Background: an optimization exercise with open tools, aiming at small area, a short achievable clock period and few clock cycles per item. Do not read the settings as production practice. The RTL was checked by simulation tests, not by an equivalence proof against the original design. Power figures rest on the tool's default switching activity, not on a simulated workload.

== job 386 ==
Design pel_scaler_top, start of the top module:
module pel_scaler_top #(
    parameter int FLUX  = 2,
    parameter int DEPTH = 4
) (
    input  logic                              clk,
    input  logic                              rst_n,
    input  logic            [FLUX-1:0]        in_write,
    input  pel_pkg::pel_t   [FLUX-1:0]        in_din,
    output logic            [FLUX-1:0]        in_full,
    input  coef_pkg::coef_t [FLUX-1:0]        coef,
    input  logic            [FLUX-1:0]        out_read,
    output pel_pkg::pel_t   [FLUX-1:0]        out_dout,
    output logic            [FLUX-1:0]        out_empty
);
    genvar f;
    generate
        for (f = 0; f < FLUX; f++)
        begin : g_lane
            scaler u_lane (
                .clk       (clk),
                .rst_n     (rst_n),
                .in_write  (in_write[f]),
                .in_din    (in_din[f]),
                .in_full   (in_full[f]),
                .coef      (coef[f]),
                .out_read  (out_read[f]),
                .out_dout  (out_dout[f]),
                .out_empty (out_empty[f])
            );
        end
    endgenerate
endmodule
For scale: ~1400 cells after synthesis, about 110 I/O pins, about 16000 sq um of cells after synthesis.
==> flow/config.mk <==
export PLATFORM = sky130hd
export DESIGN_NAME = pel_scaler_top
export DESIGN_NICKNAME = pel_scaler_top
export VERILOG_FILES = /design/flow/design.v
export SDC_FILE = /design/flow/constraint.sdc
export NUM_CORES = 4
export LEC_CHECK = 0
export CAP_MARGIN = 20
export CORE_MARGIN = 2
export CORE_UTILIZATION = 65
export CTS_BUF_LIST = sky130_fd_sc_hd__clkbuf_4 sky130_fd_sc_hd__clkbuf_8
export CTS_CLUSTER_DIAMETER = 100
export CTS_CLUSTER_SIZE = 30
export PLACE_DENSITY = 0.75
export SETUP_SLACK_MARGIN = 4.5
export SLEW_MARGIN = 20
export SYNTH_HIERARCHICAL = 1
==> flow/constraint.sdc <==
create_clock -name core_clock -period 8.0 [get_ports {clk}]
set_input_delay 1.6000 -clock core_clock [delete_from_list [all_inputs] [get_ports {clk}]]
set_output_delay 1.6000 -clock core_clock [all_outputs]
set_load 0.01 [all_outputs]
standard.sh (not shown) runs the stock make flow with config.mk's settings and CLKGATE_MAP_FILE= SYNTH_SCRIPT=/design/flow/synth_recipe.tcl, a recipe that flattens the netlist after the stock synthesis.
==> flow/flow/run.sh <==
#!/bin/bash
# the standard layout, with plain buffers (not delay cells) on the ports
bash standard.sh "BUFFER_PORTS_ARGS=-buffer_cell sky130_fd_sc_hd__buf_2" finish > standard.log 2>&1
Testbench counts of job 386, summed over its fixed seeds: cycles 8,016, items 16,000.
#### Input delta (job 4684 over job 386)
Settings: changing SETUP_SLACK_MARGIN from 4.5 to 4.3.
### Flow results
Job 4684 vs. job 386: total number of sequential cells has remained practically unchanged; clock transition at the register clock pins on the worst setup and hold paths after CTS barely changed; minimum period implied by the final worst setup slack shrank by 130 ps.
The critical path startpoint comes out g_lane[0].u_lane.g_q[4]$_DFFE_PP_ in one run and g_lane[0].u_lane.ci_q$_DFFE_PP_ in the other, namely in job 386 and job 4684 respectively.
Setup changes, job 4684 to job 4209
Settings: a change of SETUP_SLACK_MARGIN from 4.3 to 3.7; a change of CORE_UTILIZATION from 65 to 40; a deleted PLACE_DENSITY that had been 0.75.
Notes after the runs:
Job 4684 → job 4209: total cell area at the placement stage rose 250 sq um, count of cell types in the netlist has remained practically unchanged, total clock sinks has remained practically unchanged, reported combinational group power now smaller, utilization after layout -27 points.
Cell count is lower on job 4684
From job 4684 to job 4209 the numbers moved as follows: worst path arrival time picked up an extra 2160 ps; worst hold slack fell by 54 ps.
Input-level comparison between job 7851 and job 4209:
Settings: CORE_UTILIZATION changed from 40 to 60; PLACE_DENSITY newly set to 0.7; SETUP_SLACK_MARGIN changed from 3.7 to 4.3.
==> notes.md <==
- Job 4209: full flow OK, the timing, DRC and antenna checks passed
- Job 7851: done, clean on timing, DRC and antenna
- Job 4209 → job 7851: register-to-register slack climbed 370 ps, worst setup slack climbed 240 ps, relative contribution of combinational cells to total power climbed 1.6 points.
- Maximum cell stage delay along the critical path is higher on job 4209
- Die area (job 7851 / job 4209): 0.67
- Number of clock buffers in the layout: job 7851 and job 4209 compared, higher one is job 4209
- Compare job 7851 and job 4209 | proportion of power drawn by the clock network higher: job 4209
- Net count of the mapped netlist across job 7851 and job 4209: no real change.
- Between job 7851 and job 4209, final area is lower for job 4209, job 7851 comes in above that.
- met2 wirelength from detailed routing ends up lower on job 7851.

* * *

== lane 1 ==
pel_scaler_top, a different RTL version from the one above (not shown whole).
For scale: about 1400 cells after synthesis, about 150 flip-flops, about 110 I/O pins, ~0.016 sq mm of cells after synthesis.
==> flow/config.mk <==
export PLATFORM = sky130hd
export DESIGN_NAME = pel_scaler_top
export DESIGN_NICKNAME = pel_scaler_top
export VERILOG_FILES = /design/flow/design.v
export SDC_FILE = /design/flow/constraint.sdc
export NUM_CORES = 4
export LEC_CHECK = 0
export CAP_MARGIN = 20
export CORE_MARGIN = 2
export CORE_UTILIZATION = 40
export SETUP_SLACK_MARGIN = 4
export SLEW_MARGIN = 20
export SYNTH_HIERARCHICAL = 1
==> flow/constraint.sdc <==
create_clock -name core_clock -period 8.0 [get_ports {clk}]
set_input_delay 1.6000 -clock core_clock [delete_from_list [all_inputs] [get_ports {clk}]]
set_output_delay 1.6000 -clock core_clock [all_outputs]
set_load 0.01 [all_outputs]
run.sh (not shown) runs the stock make flow with config.mk's settings and CLKGATE_MAP_FILE= SYNTH_SCRIPT=/design/flow/synth_recipe.tcl, a recipe that flattens the netlist after the stock synthesis.
Stock flow here: none of the scripts above is used.
Lane 1 ended with every stage complete and zero timing, DRC or antenna violations.
Testbench counts of lane 1, summed over its fixed seeds: cycles 8,016, items 16,000.
Modified inputs, lane 2 compared to lane 1
- setting CTS_CLUSTER_DIAMETER to 100 for the first time
- setting ABC_CLOCK_PERIOD_IN_PS to 3000 for the first time
- setting CTS_BUF_LIST to sky130_fd_sc_hd__clkbuf_4 sky130_fd_sc_hd__clkbuf_8 for the first time
- setting CTS_CLUSTER_SIZE to 30 for the first time
==> flow/flow/run.sh (new file) <==
#!/bin/bash
# the standard layout, with plain buffers (not delay cells) on the ports
bash standard.sh "BUFFER_PORTS_ARGS=-buffer_cell sky130_fd_sc_hd__buf_2" finish > standard.log 2>&1
==> flow/standard.sh (new file) <==
#!/bin/bash
# synth_recipe.tcl (not shown) runs the flow's synth.tcl, then flattens the netlist and writes it again
# the make line also repeats each setting of config.mk as NAME=value (left out here)
make -C /OpenROAD-flow-scripts/flow DESIGN_CONFIG=/design/flow/config.mk WORK_HOME=/design/flow/orfs CLKGATE_MAP_FILE= SYNTH_SCRIPT=/design/flow/synth_recipe.tcl "${@:-finish}"
removed: flow/run.sh
==> notes.md <==
After synthesis and placement, the instance count of lane 2 is below that of lane 1.
Cell area after layout: lane 2 and lane 1 compared, lower one is lane 2
Detailed-route wire length per cell was lower in lane 2 than in lane 1.
Required arrival time at the worst endpoint (higher): lane 1
Per the comparison of lane 2 with lane 1, clock-buffer cell count higher; post-layout minimum cycle time fell 0.028 ns; clock network power share saw a decrease.
From lane 1 to lane 2 the numbers moved as follows: clock-pin transition on the worst setup and hold timing paths increased by 0.02 ns relative to the old numbers, switching power total decreased by 4.1% relative to the old numbers, number of DRC markers after the initial detailed-route iteration decreased by about 25% relative to the old numbers, utilization decreased by 2.2 points relative to the old numbers.

separate check: timing with driven ports:
How much do the figures lean on ideal ports? The routed layouts below were timed once more, with nothing changed but the port constraints.
Step 1, drivers: a clkbuf_16 drives clk and a buf_2 each remaining input, both assumed.
Step 2 also shifts input and output timing later by t, the mid clock arrival at the registers, as if the neighbouring blocks saw the same clock.
a / b / c = ideal ports / drivers / drivers and shift; a / b = the first two.
run | t, ns | setup WS [ns] | worst setup path at the end
job 386 | 0.522 | 4.168 / 4.124 / 4.316 | input to output
job 4684 | 0.481 | 4.293 / 4.248 / 4.324 | input to output
job 4209 | 0.514 | 3.943 / 3.943 / 3.943 | register to register
job 7851 | 0.494 | 4.184 / 4.138 / 4.315 | register to register
lane 1 | 0.489 | 4.101 / 4.081 / 4.101 | register to register
lane 2 | 0.522 | 4.129 / 4.082 / 4.152 | register to register
After both steps setup and hold are still met in every run listed.
